This is an optimization exercise on Yosys and OpenROAD, whose aim is small area, a short achievable clock period and few clock cycles, not a production implementation. RTL that was checked went through simulation tests only; none was proved equivalent to the original. For runs 2 and 3, only the layout was checked, not whether the RTL still works. No activity file was given, so power comes from the tool's default toggle rates.

**flow/run.sh**
```bash
#!/bin/bash
# synth_recipe.tcl (not shown) runs the flow's synth.tcl, then flattens the netlist and writes it again
# the make line also repeats each setting of config.mk as NAME=value (left out here)
make -C /OpenROAD-flow-scripts/flow DESIGN_CONFIG=/design/flow/config.mk WORK_HOME=/design/flow/orfs CLKGATE_MAP_FILE= SYNTH_SCRIPT=/design/flow/synth_recipe.tcl finish
```
**flow/config.mk**
```make
export PLATFORM = sky130hd
export DESIGN_NAME = axi_xbar
export DESIGN_NICKNAME = axi_xbar
export VERILOG_FILES = /design/flow/design.v
export SDC_FILE = /design/flow/constraint.sdc
export NUM_CORES = 4
export LEC_CHECK = 0
export CAP_MARGIN = 20
export CORE_MARGIN = 2
export CORE_UTILIZATION = 40
export SLEW_MARGIN = 20
```
**flow/constraint.sdc**
```tcl
create_clock -name core_clock -period 7.5 [get_ports {axi_clk}]
set_input_delay 1.5000 -clock core_clock [delete_from_list [all_inputs] [get_ports {axi_clk}]]
set_output_delay 1.5000 -clock core_clock [all_outputs]
set_load 0.01 [all_outputs]
```
**flow/design.v**
```verilog
`timescale 1ns/1ps
module axi_fifo_sync #(
    parameter int width = 8,
    parameter int aw    = 1         
) (
    input  logic             axi_clk,
    input  logic             reset,
    input  logic             wr_valid,
    output logic             wr_ready,
    input  logic [width-1:0] wr_data,
    output logic             rd_valid,
    input  logic             rd_ready,
    output logic [width-1:0] rd_data
);
    localparam int depth = 1 << aw;
    logic [width-1:0] mem [0:depth-1];
    logic [aw-1:0]    wr_ptr;
    logic [aw-1:0]    rd_ptr;
    logic [aw:0]      count;        
    logic             push;
    logic             pop;
    assign wr_ready = !count[aw] || rd_ready;
    assign rd_valid = (count != '0);
    assign rd_data  = mem[rd_ptr];
    assign push = wr_valid && wr_ready;
    assign pop  = rd_valid && rd_ready;
    always_ff @(posedge axi_clk) begin
        if (reset) begin
            wr_ptr <= '0;
            rd_ptr <= '0;
            count  <= '0;
        end else begin
            if (push)
                wr_ptr <= wr_ptr + 1'b1;
            if (pop)
                rd_ptr <= rd_ptr + 1'b1;
            case ({push, pop})
                2'b10:   count <= count + 1'b1;
                2'b01:   count <= count - 1'b1;
                default: count <= count;         
            endcase
        end
    end
    always_ff @(posedge axi_clk) begin
        if (push)
            mem[wr_ptr] <= wr_data;
    end
endmodule
`timescale 1ns/1ps
module ar_arbiter #(
    parameter int num_masters = 3,
    parameter int mtag_w      = 2,
    parameter int req_w       = 49,
    parameter int id_w        = 4
) (
    input  logic                          axi_clk,
    input  logic                          reset,
    input  logic [num_masters*req_w-1:0]  req,
    input  logic [num_masters-1:0]        req_valid,
    output logic [num_masters-1:0]        req_pop,
    output logic [mtag_w+req_w-1:0]       s_ar,
    output logic                          s_arvalid,
    input  logic                          s_arready
);
    logic [mtag_w-1:0]      last_q;          
    logic                   locked_q;        
    logic [mtag_w-1:0]      locked_idx_q;
    logic [mtag_w-1:0]      pick;
    logic                   pick_valid;
    logic [mtag_w-1:0]      win;
    logic [num_masters-1:0] grant;
    logic                   s_hs;
    logic [req_w-1:0]       win_req;
    integer                 idx;
    always_comb begin
        pick       = last_q;
        pick_valid = 1'b0;
        for (int k = num_masters; k >= 1; k--) begin
            idx = (32'(last_q) + k) % num_masters;
            if (req_valid[idx]) begin
                pick       = idx[mtag_w-1:0];
                pick_valid = 1'b1;
            end
        end
    end
    assign win       = locked_q ? locked_idx_q : pick;
    assign s_arvalid = locked_q || pick_valid;
    assign s_hs      = s_arvalid && s_arready;
    always_comb begin
        for (int m = 0; m < num_masters; m++) begin
            grant[m]   = s_arvalid && (32'(win) == m);
            req_pop[m] = grant[m] && s_arready;
        end
    end
    assign win_req = req[32'(win)*req_w +: req_w];
    assign s_ar    = {win, win_req};         
    always_ff @(posedge axi_clk) begin
        if (reset) begin
            last_q       <= mtag_w'(num_masters - 1);    
            locked_q     <= 1'b0;
            locked_idx_q <= '0;
        end else if (s_hs) begin
            last_q   <= win;
            locked_q <= 1'b0;
        end else if (s_arvalid) begin
            locked_q     <= 1'b1;
            locked_idx_q <= win;
        end
    end
endmodule
`timescale 1ns/1ps
module r_return_arbiter #(
    parameter int master_idx = 0,
    parameter int num_slaves = 3,
    parameter int sidx_w     = 2,
    parameter int mtag_w     = 2,
    parameter int beat_w     = 39        
) (
    input  logic                               axi_clk,
    input  logic                               reset,
    input  logic [num_slaves*(mtag_w+beat_w)-1:0] s_r,
    input  logic [num_slaves-1:0]              s_rvalid,
    output logic [num_slaves-1:0]              s_rready,
    output logic [beat_w-1:0]                  m_r,
    output logic                               m_rvalid,
    input  logic                               m_rready
);
    localparam int sbeat_w = mtag_w + beat_w;
    logic [num_slaves-1:0] hit;          
    logic [sidx_w-1:0]     last_q;       
    logic                  locked_q;
    logic [sidx_w-1:0]     lock_idx_q;
    logic [sidx_w-1:0]     pick;
    logic                  pick_valid;
    logic [sidx_w-1:0]     sel;
    logic                  m_hs;
    logic [sbeat_w-1:0]    sel_r;
    integer                idx;
    always_comb begin
        for (int s = 0; s < num_slaves; s++) begin
            hit[s] = s_rvalid[s] &&
                     (s_r[s*sbeat_w + beat_w +: mtag_w] == mtag_w'(master_idx));
        end
    end
    always_comb begin
        pick       = last_q;
        pick_valid = 1'b0;
        for (int k = num_slaves; k >= 1; k--) begin
            idx = (32'(last_q) + k) % num_slaves;
            if (hit[idx]) begin
                pick       = idx[sidx_w-1:0];
                pick_valid = 1'b1;
            end
        end
    end
    assign sel      = locked_q ? lock_idx_q : pick;
    assign m_rvalid = locked_q ? hit[lock_idx_q] : pick_valid;
    assign m_hs     = m_rvalid && m_rready;
    assign sel_r = s_r[32'(sel)*sbeat_w +: sbeat_w];
    assign m_r   = sel_r[beat_w-1:0];        
    always_comb begin
        for (int s = 0; s < num_slaves; s++) begin
            s_rready[s] = m_rready && m_rvalid && (32'(sel) == s);
        end
    end
    always_ff @(posedge axi_clk) begin
        if (reset) begin
            last_q     <= sidx_w'(num_slaves - 1);
            locked_q   <= 1'b0;
            lock_idx_q <= '0;
        end else if (m_rvalid) begin
            lock_idx_q <= sel;
            locked_q   <= !(m_hs && m_r[0]);
            if (m_hs && m_r[0])
                last_q <= sel;                   
        end
    end
endmodule
`timescale 1ns/1ps
module axi_xbar (
    input  logic        axi_clk,
    input  logic        reset,
    input  logic [11:0] m_ar_id,
    input  logic [95:0] m_ar_addr,
    input  logic [23:0] m_ar_len,
    input  logic [8:0]  m_ar_size,
    input  logic [5:0]  m_ar_burst,
    input  logic [2:0]  m_arvalid,
    output logic [2:0]  m_arready,
    output logic [11:0] m_r_id,
    output logic [95:0] m_r_data,
    output logic [5:0]  m_r_resp,
    output logic [2:0]  m_r_last,
    output logic [2:0]  m_rvalid,
    input  logic [2:0]  m_rready,
    output logic [17:0] s_ar_id,
    output logic [95:0] s_ar_addr,
    output logic [23:0] s_ar_len,
    output logic [8:0]  s_ar_size,
    output logic [5:0]  s_ar_burst,
    output logic [2:0]  s_arvalid,
    input  logic [2:0]  s_arready,
    input  logic [17:0] s_r_id,
    input  logic [95:0] s_r_data,
    input  logic [5:0]  s_r_resp,
    input  logic [2:0]  s_r_last,
    input  logic [2:0]  s_rvalid,
    output logic [2:0]  s_rready
);
    localparam int num_masters = 3;
    localparam int num_slaves  = 3;
    localparam int mtag_w      = 2;              
    localparam int id_w        = 4;
    localparam int sel_lsb     = 28;             
    localparam int sidx_w      = 2;
    localparam int fifo_aw     = 1;              
    localparam int req_w       = 49;             
    localparam int sreq_w      = req_w + mtag_w;
    localparam int beat_w      = 39;             
    localparam int sbeat_w     = beat_w + mtag_w;
    logic [num_masters*req_w-1:0]           ar_head;         
    logic [num_masters-1:0]                 ar_head_valid;
    logic [num_masters-1:0]                 ar_pop;
    logic [num_slaves-1:0][num_masters-1:0] slv_req_valid;   
    logic [num_slaves-1:0][num_masters-1:0] slv_pop;
    logic [num_masters*beat_w-1:0]          r_push;
    logic [num_masters-1:0]                 r_push_valid;
    logic [num_masters-1:0]                 r_push_ready;
    logic [num_masters-1:0][num_slaves-1:0] mst_rready;
    logic [num_slaves*sbeat_w-1:0]          s_r_all;
    for (genvar s = 0; s < num_slaves; s++) begin : g_s_r
        assign s_r_all[s*sbeat_w +: sbeat_w] =
            {s_r_id[6*s +: 6], s_r_data[32*s +: 32], s_r_resp[2*s +: 2], s_r_last[s]};
    end
    always_comb begin
        for (int s = 0; s < num_slaves; s++) begin
            for (int m = 0; m < num_masters; m++) begin
                slv_req_valid[s][m] = ar_head_valid[m] &&
                    (ar_head[m*req_w + 13 + sel_lsb +: sidx_w] == sidx_w'(s));
            end
        end
    end
    always_comb begin
        ar_pop = '0;
        for (int s = 0; s < num_slaves; s++)
            ar_pop = ar_pop | slv_pop[s];
    end
    always_comb begin
        s_rready = '0;
        for (int m = 0; m < num_masters; m++)
            s_rready = s_rready | mst_rready[m];
    end
    for (genvar m = 0; m < num_masters; m++) begin : g_master
        logic [beat_w-1:0] m_r;
        axi_fifo_sync #(.width(req_w), .aw(fifo_aw)) u_ar_fifo (
            .axi_clk  (axi_clk),
            .reset    (reset),
            .wr_valid (m_arvalid[m]),
            .wr_ready (m_arready[m]),
            .wr_data  ({m_ar_id[4*m +: 4], m_ar_addr[32*m +: 32], m_ar_len[8*m +: 8],
                        m_ar_size[3*m +: 3], m_ar_burst[2*m +: 2]}),
            .rd_valid (ar_head_valid[m]),
            .rd_ready (ar_pop[m]),
            .rd_data  (ar_head[m*req_w +: req_w])
        );
        r_return_arbiter #(.master_idx(m), .num_slaves(num_slaves), .sidx_w(sidx_w),
                           .mtag_w(mtag_w), .beat_w(beat_w)) u_r_arb (
            .axi_clk  (axi_clk),
            .reset    (reset),
            .s_r      (s_r_all),
            .s_rvalid (s_rvalid),
            .s_rready (mst_rready[m]),
            .m_r      (r_push[m*beat_w +: beat_w]),
            .m_rvalid (r_push_valid[m]),
            .m_rready (r_push_ready[m])
        );
        axi_fifo_sync #(.width(beat_w), .aw(fifo_aw)) u_r_fifo (
            .axi_clk  (axi_clk),
            .reset    (reset),
            .wr_valid (r_push_valid[m]),
            .wr_ready (r_push_ready[m]),
            .wr_data  (r_push[m*beat_w +: beat_w]),
            .rd_valid (m_rvalid[m]),
            .rd_ready (m_rready[m]),
            .rd_data  (m_r)
        );
        assign m_r_id[4*m +: 4]     = m_r[38:35];
        assign m_r_data[32*m +: 32] = m_r[34:3];
        assign m_r_resp[2*m +: 2]   = m_r[2:1];
        assign m_r_last[m]          = m_r[0];
    end
    for (genvar s = 0; s < num_slaves; s++) begin : g_slave
        logic [sreq_w-1:0] s_ar;
        ar_arbiter #(.num_masters(num_masters), .mtag_w(mtag_w), .req_w(req_w),
                     .id_w(id_w)) u_ar_arb (
            .axi_clk   (axi_clk),
            .reset     (reset),
            .req       (ar_head),
            .req_valid (slv_req_valid[s]),
            .req_pop   (slv_pop[s]),
            .s_ar      (s_ar),
            .s_arvalid (s_arvalid[s]),
            .s_arready (s_arready[s])
        );
        assign s_ar_id[6*s +: 6]     = s_ar[50:45];
        assign s_ar_addr[32*s +: 32] = s_ar[44:13];
        assign s_ar_len[8*s +: 8]    = s_ar[12:5];
        assign s_ar_size[3*s +: 3]   = s_ar[4:2];
        assign s_ar_burst[2*s +: 2]  = s_ar[1:0];
    end
endmodule
```
==> PnR_summary.wiki, run 1 <==
{| class="wikitable"
! Metric !! Value
|-
| Overall via count from detail_route || 22700
|-
| Number of design-rule violations left by the first detailed-router iteration || 1870
|-
| Critical Path Most Common Cell || sky130_fd_sc_hd__or3_1
|-
| Slowest stage cell on the critical path || sky130_fd_sc_hd__clkdlybuf4s50_1
|-
| Max_cap viols || 0
|-
| Number of antenna violations at the first check in global routing || 18
|-
| Clock tree from TritonCTS || done
|-
| Wire length per cell || 25.0 um
|-
| Slowest stage delay, CP || 0.64 ns
|-
| Worst endpoint required time || 6.00 ns
|-
| Most instantiated flip-flop cell in the synthesis netlist || sky130_fd_sc_hd__edfxtp_1
|-
| R2R cell count || 13
|-
| Proportion of synthesized chip area in sequential cells || 0.580
|-
| Crit path kind || reg -> out
|-
| Clk sinks || 588
|-
| Post-synthesis share of cell area spent on and, or, nand and nor gates || 0.0817
|-
| Die Span Y || 275 um
|-
| Max-slew violations || 0
|-
| Total setup violations reported at the end of the flow || 0
|-
| Clock latency on the worst-skew pair || 0.59 ns
|-
| Setup repair after global routing missed its margin || no
|-
| Maximum vdd ir drop || 440 uV
|-
| Core Footprint || 73000 um^2
|-
| CP Launch Point || g_slave[0].u_ar_arb.last_q[1]$_SDFFE_PP1P_
|-
| Number of cells upsized or downsized after cts || 0
|-
| Setup TNS || 0 ns
|-
| Power per unit of standard cell area || 601 nW/um^2
|-
| Post-route clock skew || 0.0183 ns
|-
| Ys Warns || 7
|-
| Leading post-synthesis cells by cell area || sky130_fd_sc_hd__edfxtp_1, sky130_fd_sc_hd__mux2i_1, sky130_fd_sc_hd__mux2_2
|-
| Via density per instance || 5.77
|-
| Final critical-path required period || 6.83 ns
|-
| Post-CTS Setup Inserts || 0
|-
| Total global-route track usage || 0.250
|-
| Number of H-tree branching levels || 3
|-
| Layout net count || 3253
|-
| Status || finished clean
|-
| Estimated wirelength of the detail-placed design || 65500 um
|-
| Number of cells produced by synthesis || 2402
|-
| Clock-pin slew reported for the worst setup and hold paths after clock tree synthesis || 0.06 ns
|-
| Arithmetic-cell share of the synthesized area counting full adders, half adders and majority gates || 0.0230
|-
| Leakage component of the power || 0.0131 uW
|-
| Kind of capture point of the worst setup path || primary output
|-
| Asr flop ratio synth || 0
|-
| Top library cells by usage in the layout, fill and taps aside || sky130_fd_sc_hd__clkdlybuf4s50_1, sky130_fd_sc_hd__edfxtp_1, sky130_fd_sc_hd__mux2i_1
|-
| Area fraction in compound gates after synthesis || 0.132
|-
| Reg-to-Reg Start || g_slave[0].u_ar_arb.last_q[1]$_SDFFE_PP1P_
|-
| Remaining max-slew budget at the tightest pin || 0.248
|-
| X dimension of the die || 275 um
|-
| Sequence of cells on the critical path || inv_1 -> ha_1 -> nand2_1 -> or4_1 -> a32oi_2 -> a2111oi_0 -> or3_1 -> inv_4 -> buf_4 -> a32o_2 -> or3_1 -> clkdlybuf4s50_1
|-
| Cell taking the most area after synthesis || sky130_fd_sc_hd__edfxtp_1
|-
| Detailed-route wire length || 98300 um
|-
| Share of cells above drive strength 1 || 0.125
|-
| Setup slack of the most critical reg-to-reg path || 1.74 ns
|-
| Xor/xnor cell area share of the yosys netlist || 0.00565
|-
| Class of the tightest hold or removal check || reg -> reg
|-
| Count of unresolved DRC violations after routing || 0
|-
| Multiplexer area fraction after synthesis || 0.147
|-
| Hold-fix buffer count after cts || 0
|-
| Most common cell after layout, fill and taps aside || sky130_fd_sc_hd__clkdlybuf4s50_1
|-
| Full die area || 75800 um^2
|-
| Top Ports || 566
|-
| Area growth syn-to-layout || 29.5%
|-
| First-pass iteration count of the detailed router || 5
|-
| End of the critical path || m_arready[1]
|-
| Fin util || 0.522
|-
| Number of global-route vias before repair || 22900
|-
| Category of the worst setup path launch point || register
|-
| Cell chosen for the clock root || sky130_fd_sc_hd__clkbuf_16
|-
| Highest attainable clock frequency || 146 MHz
|-
| Pin slew with the least headroom to its limit || 1.13 ns
|-
| GRT overflow || 0
|-
| Hold Violations, Final || 0
|-
| Largest family of logic cells by synthesized area || multiplexers
|-
| Post-route clock period utilization || 0.910
|-
| Starting utilization of the core area || 0.403
|-
| Final instance count without filler cells || 3927
|-
| Terminus of the critical flop-to-flop path || g_master[1].u_ar_fifo.mem[0][9]$_DFFE_PP_
|-
| Final Wtd Congestion || 0.941
|-
| Number of buffers added by the clock tree synthesis step || 67
|-
| Mapped Area || 29400 um^2
|-
| Synthesized area divided by synthesized cell count || 12.3 um^2
|-
| Critical path fanouts, max || 68
|-
| IO buf count || 565
|-
| Core Rows || 99
|-
| Count of flip-flops with a built-in enable after synthesis || 528
|-
| Buffer depth of the longest clock path || 3
|-
| Final Hold Slack || 0.511 ns
|-
| Count of different cell masters after synthesis || 88
|-
| Portion of synthesized cell area occupied by the leading cell type || 0.539
|-
| Number of nets with antenna violations after detailed routing || 0
|-
| Flip-flop and latch count after synthesis || 588
|-
| Critical path data arrival time || 5.33 ns
|-
| First-pass GRT wire length || 143000 um
|-
| Largest net degree at the start of global routing || 69
|-
| Inst Count DP || 3805
|}
==> state kept, by name, indices dropped and copies added, names as in the netlist, 6 cells and up, named ones only <==
signal and count:
g_slave.u_ar_arb.locked_idx_q 6, g_master.u_r_fifo.mem 234, g_master.u_r_fifo.count 6, g_master.u_ar_fifo.mem 294, g_master.u_ar_fifo.count 6, g_slave.u_ar_arb.last_q 6, g_master.u_r_arb.lock_idx_q 6, g_master.u_r_arb.last_q 6
==> worst max-delay path, delay by kind of cell (launching register included) <==
family,cells,cell delay [ns]
AND/OR/NAND/NOR,4,1.25
flip-flops,1,0.53
AO/OA/AOI/OAI,3,0.65
adder cells (fa/ha/maj),1,0.51
buffers and inverters,4,1.73
==> power by group <==
group / switching, uW / total, uW / internal, uW
clock network: 1290 / 3120 / 1830
registers: 324 / 5400 / 5080
logic: 8210 / 14400 / 6160
total: 9830 / 22900 / 13100
==> worst min-delay path by stage <==
stage,startpoint,cells past startpoint,endpoint
detailed placement,g_slave[0].u_ar_arb.locked_idx_q[1]$_SDFFE_PP0P_,2,g_slave[0].u_ar_arb.locked_idx_q[1]$_SDFFE_PP0P_
finish,g_slave[0].u_ar_arb.locked_idx_q[1]$_SDFFE_PP0P_,2,g_slave[0].u_ar_arb.locked_idx_q[1]$_SDFFE_PP0P_
floorplan,g_slave[0].u_ar_arb.locked_idx_q[0]$_SDFFE_PP0P_,2,g_slave[0].u_ar_arb.locked_idx_q[0]$_SDFFE_PP0P_
CTS,g_slave[0].u_ar_arb.locked_idx_q[1]$_SDFFE_PP0P_,2,g_slave[0].u_ar_arb.locked_idx_q[1]$_SDFFE_PP0P_
global placement,g_slave[0].u_ar_arb.locked_idx_q[0]$_SDFFE_PP0P_,2,g_slave[0].u_ar_arb.locked_idx_q[0]$_SDFFE_PP0P_
global route,g_master[0].u_r_fifo.count[1]$_SDFFE_PP0P_,2,g_master[0].u_r_fifo.count[1]$_SDFFE_PP0P_
==> Yosys cell counts (all sizes together), types with 5 or more instances <==
library cell and instances:
clkbuf 115, a32oi 7, a21boi 5, nand3 15
nor3 22, or3 10, o21ai 206, a22oi 5
xnor2 13, a311o 5, or2 7, a211o 6
o21a 5, mux2i 231, and2 14, o31ai 5
o211ai 5, inv 51, nand2b 7, nand3b 10
o2bb2ai 39, and3 9, a211oi 14, edfxtp 528
nand4 9, nor4 13, nor2 132, a31oi 9
nand2 221, xor2 6, nor2b 13, nor3b 8
buf 50, mux2 179, dfxtp 60, a21o 56
ha 54, o22ai 149, a31o 6, a21oi 37
==> stage by stage <==
| step | area [um^2] | power [uW] | setup slack, ns |
|---|---|---|---|
| floorplan | 29400 | 12800 | 1.92 |
| global placement | 36000 | 19600 | 0.857 |
| detailed placement | 36000 | 19700 | 0.853 |
| CTS | 38100 | 23000 | 0.716 |
| global route | 38100 | 24100 | 0.433 |
| finish | 38100 | 22900 | 0.673 |
==> cell families after synthesis <==
| kind of cell | after synthesis |
|---|---|
| buffers and inverters | 216 |
| adders and majority gates | 54 |
| and+or+nand+nor | 515 |
| xor gates and xnor gates | 19 |
| muxes | 410 |
| DFF | 588 |
| AOI/OAI and AO/OA | 600 |
==> routing by layer <==
| metal | vias up | track usage | part of all wire | routed length (um) |
|---|---|---|---|---|
| met2 | 999 | 0.432 | 0.49 | 48000 |
| met5 | - | 0 | 0.0017 | 164 |
| met3 | 229 | 0.0652 | 0.087 | 8550 |
| met4 | 24 | 0.104 | 0.037 | 3670 |
| li1 | 10200 | - | - | - |
| met1 | 11200 | 0.297 | 0.39 | 38000 |
==> area by class of cell <==
| type | count | area [um^2] |
|---|---|---|
| clock buffer | 93 | 1900 |
| clock inverter | 23 | 169 |
| antenna | 6 | 15.0 |
| timing repair buffer | 609 | 5990 |
| tap | 959 | 1200 |
| fill | 6131 | 34800 |
| inverter | 51 | 194 |
| sequential | 588 | 17100 |
| multi-input combinational | 1598 | 11600 |
Testbench counts, summed over its fixed seeds: cycles 13,187.
==> inputs of run 2 (changes only) <==
==> flow/design.v (replaced) <==
`timescale 1ns/1ps
module axi_xbar (
    input  logic        axi_clk,
    input  logic        reset,
    input  logic [11:0] m_ar_id,
    input  logic [95:0] m_ar_addr,
    input  logic [23:0] m_ar_len,
    input  logic [8:0]  m_ar_size,
    input  logic [5:0]  m_ar_burst,
    input  logic [2:0]  m_arvalid,
    output logic [2:0]  m_arready,
    output logic [11:0] m_r_id,
    output logic [95:0] m_r_data,
    output logic [5:0]  m_r_resp,
    output logic [2:0]  m_r_last,
    output logic [2:0]  m_rvalid,
    input  logic [2:0]  m_rready,
    output logic [17:0] s_ar_id,
    output logic [95:0] s_ar_addr,
    output logic [23:0] s_ar_len,
    output logic [8:0]  s_ar_size,
    output logic [5:0]  s_ar_burst,
    output logic [2:0]  s_arvalid,
    input  logic [2:0]  s_arready,
    input  logic [17:0] s_r_id,
    input  logic [95:0] s_r_data,
    input  logic [5:0]  s_r_resp,
    input  logic [2:0]  s_r_last,
    input  logic [2:0]  s_rvalid,
    output logic [2:0]  s_rready
);
    logic [2:0][2:0] ar_gnt;     
    logic [2:0][2:0] r_gnt;      
    for (genvar s = 0; s < 3; s++) begin : g_slave
        logic [2:0] req;
        for (genvar m = 0; m < 3; m++) begin : g_req
            assign req[m] = m_arvalid[m] && (m_ar_addr[32*m + 28 +: 2] == 2'(s));
        end
        rr_arb u_arb (
            .axi_clk (axi_clk),
            .reset   (reset),
            .req     (req),
            .ready   (s_arready[s]),
            .last    (1'b1),
            .gnt     (ar_gnt[s])
        );
        assign s_arvalid[s] = |req;
        always_comb begin
            s_ar_id[6*s +: 6]     = '0;
            s_ar_addr[32*s +: 32] = '0;
            s_ar_len[8*s +: 8]    = '0;
            s_ar_size[3*s +: 3]   = '0;
            s_ar_burst[2*s +: 2]  = '0;
            for (int m = 0; m < 3; m++) begin
                if (ar_gnt[s][m]) begin
                    s_ar_id[6*s +: 6]     = {2'(m), m_ar_id[4*m +: 4]};
                    s_ar_addr[32*s +: 32] = m_ar_addr[32*m +: 32];
                    s_ar_len[8*s +: 8]    = m_ar_len[8*m +: 8];
                    s_ar_size[3*s +: 3]   = m_ar_size[3*m +: 3];
                    s_ar_burst[2*s +: 2]  = m_ar_burst[2*m +: 2];
                end
            end
        end
    end
    for (genvar m = 0; m < 3; m++) begin : g_master
        logic [2:0] hit;
        for (genvar s = 0; s < 3; s++) begin : g_hit
            assign hit[s] = s_rvalid[s] && (s_r_id[6*s + 4 +: 2] == 2'(m));
        end
        logic sel_last;
        rr_arb u_arb (
            .axi_clk (axi_clk),
            .reset   (reset),
            .req     (hit),
            .ready   (m_rready[m]),
            .last    (sel_last),
            .gnt     (r_gnt[m])
        );
        assign m_rvalid[m] = |hit;
        always_comb begin
            m_r_id[4*m +: 4]     = '0;
            m_r_data[32*m +: 32] = '0;
            m_r_resp[2*m +: 2]   = '0;
            m_r_last[m]          = 1'b0;
            for (int s = 0; s < 3; s++) begin
                if (r_gnt[m][s]) begin
                    m_r_id[4*m +: 4]     = s_r_id[6*s +: 4];
                    m_r_data[32*m +: 32] = s_r_data[32*s +: 32];
                    m_r_resp[2*m +: 2]   = s_r_resp[2*s +: 2];
                    m_r_last[m]          = s_r_last[s];
                end
            end
        end
        assign sel_last = m_r_last[m];
    end
    always_comb begin
        for (int m = 0; m < 3; m++) begin
            m_arready[m] = 1'b0;
            for (int s = 0; s < 3; s++)
                if (ar_gnt[s][m]) m_arready[m] = s_arready[s];
        end
        for (int s = 0; s < 3; s++) begin
            s_rready[s] = 1'b0;
            for (int m = 0; m < 3; m++)
                if (r_gnt[m][s]) s_rready[s] = m_rready[m];
        end
    end
endmodule
module rr_arb (
    input  logic       axi_clk,
    input  logic       reset,
    input  logic [2:0] req,
    input  logic       ready,
    input  logic       last,
    output logic [2:0] gnt
);
    logic [2:0] pri_q;       
    always_comb begin
        case (1'b1)
            pri_q[0]: gnt = req[0] ? 3'b001 : req[1] ? 3'b010 : req[2] ? 3'b100 : 3'b000;
            pri_q[1]: gnt = req[1] ? 3'b010 : req[2] ? 3'b100 : req[0] ? 3'b001 : 3'b000;
            default:  gnt = req[2] ? 3'b100 : req[0] ? 3'b001 : req[1] ? 3'b010 : 3'b000;
        endcase
    end
    always_ff @(posedge axi_clk) begin
        if (reset)
            pri_q <= 3'b001;
        else if (gnt != '0)
            pri_q <= (ready && last) ? {gnt[1:0], gnt[2]} : gnt;
    end
endmodule
==> run 2 against run 1 <==
Net effect: synthesized cell count decreased by 62%; the flow now stops in I/O pin placement; area after synthesis fell by 80%.
==> PnR_summary.wiki, run 2 <==
{| class="wikitable"
! Metric !! Value
|-
| Core Rows || 44 (-56%)
|-
| Most common cell in the synthesized netlist || sky130_fd_sc_hd__inv_1
|-
| Ys Warns || 2 (-5)
|-
| Most instantiated flip-flop cell in the synthesis netlist || sky130_fd_sc_hd__dfxtp_1
|-
| Cell taking the most area after synthesis || sky130_fd_sc_hd__a222oi_1
|-
| Number of cells produced by synthesis || 903 (-62%)
|-
| Halt Reason || [ERROR PPL-0024] Number of IO pins (566) exceeds maximum number of available positions (444). Increase the die perimeter from 499.70um to 769.76um.
|-
| Failing step || I/O pin placement
|-
| Top cell types by occurrence after synthesis || sky130_fd_sc_hd__inv_1, sky130_fd_sc_hd__a222oi_1, sky130_fd_sc_hd__nand2_1
|-
| Proportion of synthesized chip area in sequential cells || 0.0411 (-0.538)
|-
| Count of different cell masters after synthesis || 61 (-31%)
|-
| Mapped Area || 5850 um^2 (-80%)
|-
| X dimension of the die || 125 um (-55%)
|-
| Status || stopped before the end
|-
| Asr flop ratio synth || 0 (unchanged)
|-
| Starting utilization of the core area || 0.406 (+0.00216)
|-
| Count of flip-flops with a built-in enable after synthesis || 0 (-100%)
|-
| Flip-flop and latch count after synthesis || 12 (-98%)
|-
| Portion of synthesized cell area occupied by the leading cell type || 0.279 (-0.260)
|-
| Synthesized area divided by synthesized cell count || 6.48 um^2 (-47%)
|-
| Leading post-synthesis cells by cell area || sky130_fd_sc_hd__a222oi_1, sky130_fd_sc_hd__a221o_1, sky130_fd_sc_hd__inv_1
|-
| Die Span Y || 125 um (-55%)
|}
## run 2: cell types whose count changed after synthesis, sizes merged, moves of 54 or more
cell    before  now
clkbuf     115   59
a222oi       1  163
a21o        56    1
nand2      221  110
edfxtp     528    0
mux2i      231    2
mux2       179    0
ha          54    0
a221o        2   96
inv         51  176
o22ai      149    5
o21ai      206    8
## run 2: cells by family after synthesis
logic type | count (synthesis) | share of synthesized area
flip-flops | 12 | 0.0411
AO/OA/AOI/OAI | 323 | 0.524
buffers and inverters | 285 | 0.205
other | 1 | 0.000641
AND/OR/NAND/NOR | 280 | 0.226
multiplexers | 2 | 0.00342
==> inputs of run 3 (changes only) <==
--- a/flow/config.mk
+++ b/flow/config.mk
@@ -7,5 +7,5 @@
 export LEC_CHECK = 0
 export CAP_MARGIN = 20
-export CORE_MARGIN = 2
-export CORE_UTILIZATION = 40
+export CORE_AREA = 3 3 197 197
+export DIE_AREA = 0 0 200 200
 export SLEW_MARGIN = 20
==> run 3 against run 2 <==
Net effect: now clean on timing, DRC and antenna; area after synthesis did not move; synthesized cell count did not move.
==> PnR_summary.wiki, run 3 <==
{| class="wikitable"
! Metric !! Value
|-
| Leading post-synthesis cells by cell area || sky130_fd_sc_hd__a222oi_1, sky130_fd_sc_hd__a221o_1, sky130_fd_sc_hd__inv_1
|-
| Clock-pin slew reported for the worst setup and hold paths after clock tree synthesis || 0.05 ns
|-
| Status || finished clean
|-
| Die Span Y || 200 um (+60%)
|-
| Via density per instance || 5.41
|-
| Setup TNS || 0 ns
|-
| Post-route clock period utilization || 0.810
|-
| Flip-flop and latch count after synthesis || 12 (unchanged)
|-
| Asr flop ratio synth || 0 (unchanged)
|-
| Power per unit of standard cell area || 79.1 nW/um^2
|-
| Detailed-route wire length || 44900 um
|-
| Top library cells by usage in the layout, fill and taps aside || sky130_fd_sc_hd__clkdlybuf4s50_1, sky130_fd_sc_hd__inv_1, sky130_fd_sc_hd__a222oi_1
|-
| Total global-route track usage || 0.205
|-
| Clock share of power || 0.120
|-
| Number of global-route vias before repair || 9632
|-
| Portion of synthesized cell area occupied by the leading cell type || 0.279 (unchanged)
|-
| Class of the tightest hold or removal check || reg -> reg
|-
| Ys Warns || 2 (unchanged)
|-
| Fraction of power spent switching nets || 0.406
|-
| Clk sinks || 12
|-
| Share of cells above drive strength 1 || 0.0371
|-
| Number of cells upsized or downsized after cts || 0
|-
| Largest net degree at the start of global routing || 101
|-
| Sequential share of power || 0.079
|-
| Number of H-tree branching levels || 1
|-
| Post-CTS Setup Inserts || 0
|-
| Mapped Area || 5850 um^2 (unchanged)
|-
| Count of flip-flops with a built-in enable after synthesis || 0 (unchanged)
|-
| Area growth syn-to-layout || 103%
|-
| Final Wtd Congestion || 0.852
|-
| Overall via count from detail_route || 10200
|-
| DP Area || 11800 um^2
|-
| Layout net count || 1661
|-
| Number of antenna violations at the first check in global routing || 17
|-
| Multiplexer area fraction after synthesis || 0.00342 (unchanged)
|-
| Post-route clock skew || 0.000531 ns
|-
| Final critical-path required period || 6.07 ns
|-
| Xor/xnor cell area share of the yosys netlist || 0 (unchanged)
|-
| Core Footprint || 36900 um^2
|-
| Hold Violations, Final || 0
|-
| Max_cap viols || 0
|-
| Most common cell in the synthesized netlist || sky130_fd_sc_hd__inv_1
|-
| Cell chosen for the clock root || sky130_fd_sc_hd__clkbuf_16
|-
| Most instantiated flip-flop cell in the synthesis netlist || sky130_fd_sc_hd__dfxtp_1
|-
| Setup repair after global routing missed its margin || no
|-
| Count of different cell masters after synthesis || 61 (unchanged)
|-
| First-pass iteration count of the detailed router || 14
|-
| Synthesized area divided by synthesized cell count || 6.48 um^2 (unchanged)
|-
| Part of the power in combinational logic || 0.802
|-
| Total setup violations reported at the end of the flow || 0
|-
| Number of design-rule violations left by the first detailed-router iteration || 1518
|-
| X dimension of the die || 200 um (+60%)
|-
| Clock tree from TritonCTS || done
|-
| Full die area || 40000 um^2
|-
| Crit path kind || in -> out
|-
| Starting utilization of the core area || 0.159 (-0.247)
|-
| Area fraction in compound gates after synthesis || 0.524 (unchanged)
|-
| Biggest registers after layout || g_master.u_arb.pri_q x6, g_slave.u_arb.pri_q x6
|-
| Number of nets with antenna violations after detailed routing || 0
|-
| Cell taking the most area after synthesis || sky130_fd_sc_hd__a222oi_1
|-
| Worst endpoint required time || 6.00 ns
|-
| Inst Count DP || 1876
|-
| Critical path fanouts, max || 43
|-
| Remaining max-slew budget at the tightest pin || 0.243
|-
| Post-synthesis share of cell area spent on and, or, nand and nor gates || 0.226 (unchanged)
|-
| Final instance count without filler cells || 1888
|-
| Count of unresolved DRC violations after routing || 0
|-
| Category of the worst setup path launch point || primary input
|-
| Wire length per cell || 23.8 um
|-
| Final total power || 940 uW
|-
| Estimated wirelength of the detail-placed design || 34900 um
|-
| Buffer depth of the longest clock path || 2
|-
| Critical path data arrival time || 4.57 ns
|-
| Largest family of logic cells by synthesized area || compound AO/OA/AOI/OAI gates
|-
| Proportion of synthesized chip area in sequential cells || 0.0411 (unchanged)
|-
| Clock latency on the worst-skew pair || 0.24 ns
|-
| Final Hold Slack || 0.518 ns
|-
| Final instance area || 11900 um^2
|-
| Total internal power || 558 uW
|-
| Maximum vdd ir drop || 75.8 uV
|-
| Kind of capture point of the worst setup path || primary output
|-
| Net load switching power || 382 uW
|-
| GRT overflow || 0
|-
| Number of buffers added by the clock tree synthesis step || 3
|-
| Most common cell after layout, fill and taps aside || sky130_fd_sc_hd__clkdlybuf4s50_1
|-
| IO buf count || 561
|-
| Top cell types by occurrence after synthesis || sky130_fd_sc_hd__inv_1, sky130_fd_sc_hd__a222oi_1, sky130_fd_sc_hd__nand2_1
|-
| Hold-fix buffer count after cts || 0
|-
| Arithmetic-cell share of the synthesized area counting full adders, half adders and majority gates || 0 (unchanged)
|-
| Highest attainable clock frequency || 165 MHz
|-
| Pin slew with the least headroom to its limit || 1.13 ns
|-
| Core Rows || 70 (+59%)
|-
| First-pass GRT wire length || 63400 um
|-
| Top Ports || 566
|-
| Max-slew violations || 0
|-
| Number of cells produced by synthesis || 903 (unchanged)
|-
| Leakage component of the power || 0.00527 uW
|}
run 3: per-stage QoR:
step	utilization	worst slack, ns
3_5_place_dp	0.319	1.50
5_1_grt	0.322	1.25
4_1_cts	0.322	1.51
6_report	0.322	1.43
2_1_floorplan	-	3.14
3_3_place_gp	0.319	1.57
run 3: layer usage:
metal	GRT usage	vias up	wire length (um)
met5	0	-	45
met4	0.0638	8	1050
met3	0.0603	77	4630
met2	0.383	693	23900
met1	0.222	4932	15300
li1	-	4497	-
run 3: power by group through the flow:
stage	Sequential, uW	Clock (uW)	Combinational, uW
detailed placement	74.9	0	749
global route	74.7	120	801
floorplan	73.3	0	272
CTS	73.7	115	752
global placement	74.9	0	744
finish	73.9	113	754
run 3: area by class of cell:
cell class	count	area (um^2)
Inverter	176	661
Clock buffer	4	88.8
Sequential cell	12	240
Antenna cell	8	20.0
Timing Repair Buffer	575	5750
Tap cell	504	631
Multi-Input combinational cell	609	4490
Fill cell	4017	25000
run 3: worst paths after layout:
check                                    startpoint                                      to  slack, ns  cells after the start
max                                      s_r_id[10]                               m_r_id[9]       1.43                      7
min reg2reg  g_slave[0].u_arb.pri_q[1]$_SDFFE_PP0P_  g_slave[0].u_arb.pri_q[1]$_SDFFE_PP0P_       0.52                      2
max reg2reg  g_slave[1].u_arb.pri_q[0]$_SDFFE_PP1P_  g_slave[1].u_arb.pri_q[1]$_SDFFE_PP0P_       5.38                      5
min          g_slave[0].u_arb.pri_q[1]$_SDFFE_PP0P_  g_slave[0].u_arb.pri_q[1]$_SDFFE_PP0P_       0.52                      2
run 3: critical path, cell delays in order:
cell,delay (ns)
sky130_fd_sc_hd__clkdlybuf4s50_1,0.63
sky130_fd_sc_hd__and3b_1,0.27
sky130_fd_sc_hd__nor2_1,0.30
sky130_fd_sc_hd__o21a_2,0.86
sky130_fd_sc_hd__a222oi_1,0.29
sky130_fd_sc_hd__inv_1,0.11
sky130_fd_sc_hd__clkdlybuf4s50_1,0.57
run 3: cells by family (layout without fill, tap and decap cells):
group | Yosys count | in the layout
compound gates | 323 | 323
buf+inv | 285 | 755
mux | 2 | 2
simple gates | 280 | 280
other cells | 1 | 12
flops | 12 | 12

-- what the ideal ports hide --
The results above use ideal ports. As a check the final layouts listed here were re-extracted and re-timed, cells and wires unchanged.
Step 1, drivers: a clkbuf_16 drives axi_clk and a buf_2 each remaining input, both assumed.
Step 2 also shifts input and output timing later by t, the mid clock arrival at the registers, as if the neighbouring blocks saw the same clock.
Slacks: ideal / step 1 / step 2; pairs: ideal / step 1.
| run | t, ns | setup slack, ns | hold slack, ns | clock arrival spread, ns | pins driven straight from the clock port |
|---|---|---|---|---|---|
| run 1 | 0.642 | 0.673 / 0.611 / 0.722 | 0.511 / 0.511 / 0.511 | 0.020 / 0.020 | 1 |
| run 3 | 0.289 | 1.428 / 1.375 / 1.375 | 0.518 / 0.518 / 0.518 | 0.002 / 0.002 | 1 |
After both steps every run listed still meets setup and hold. For run 3, which loses most, drivers alone change the setup slack by -0.053 ns; drivers and shift together by -0.053 ns.
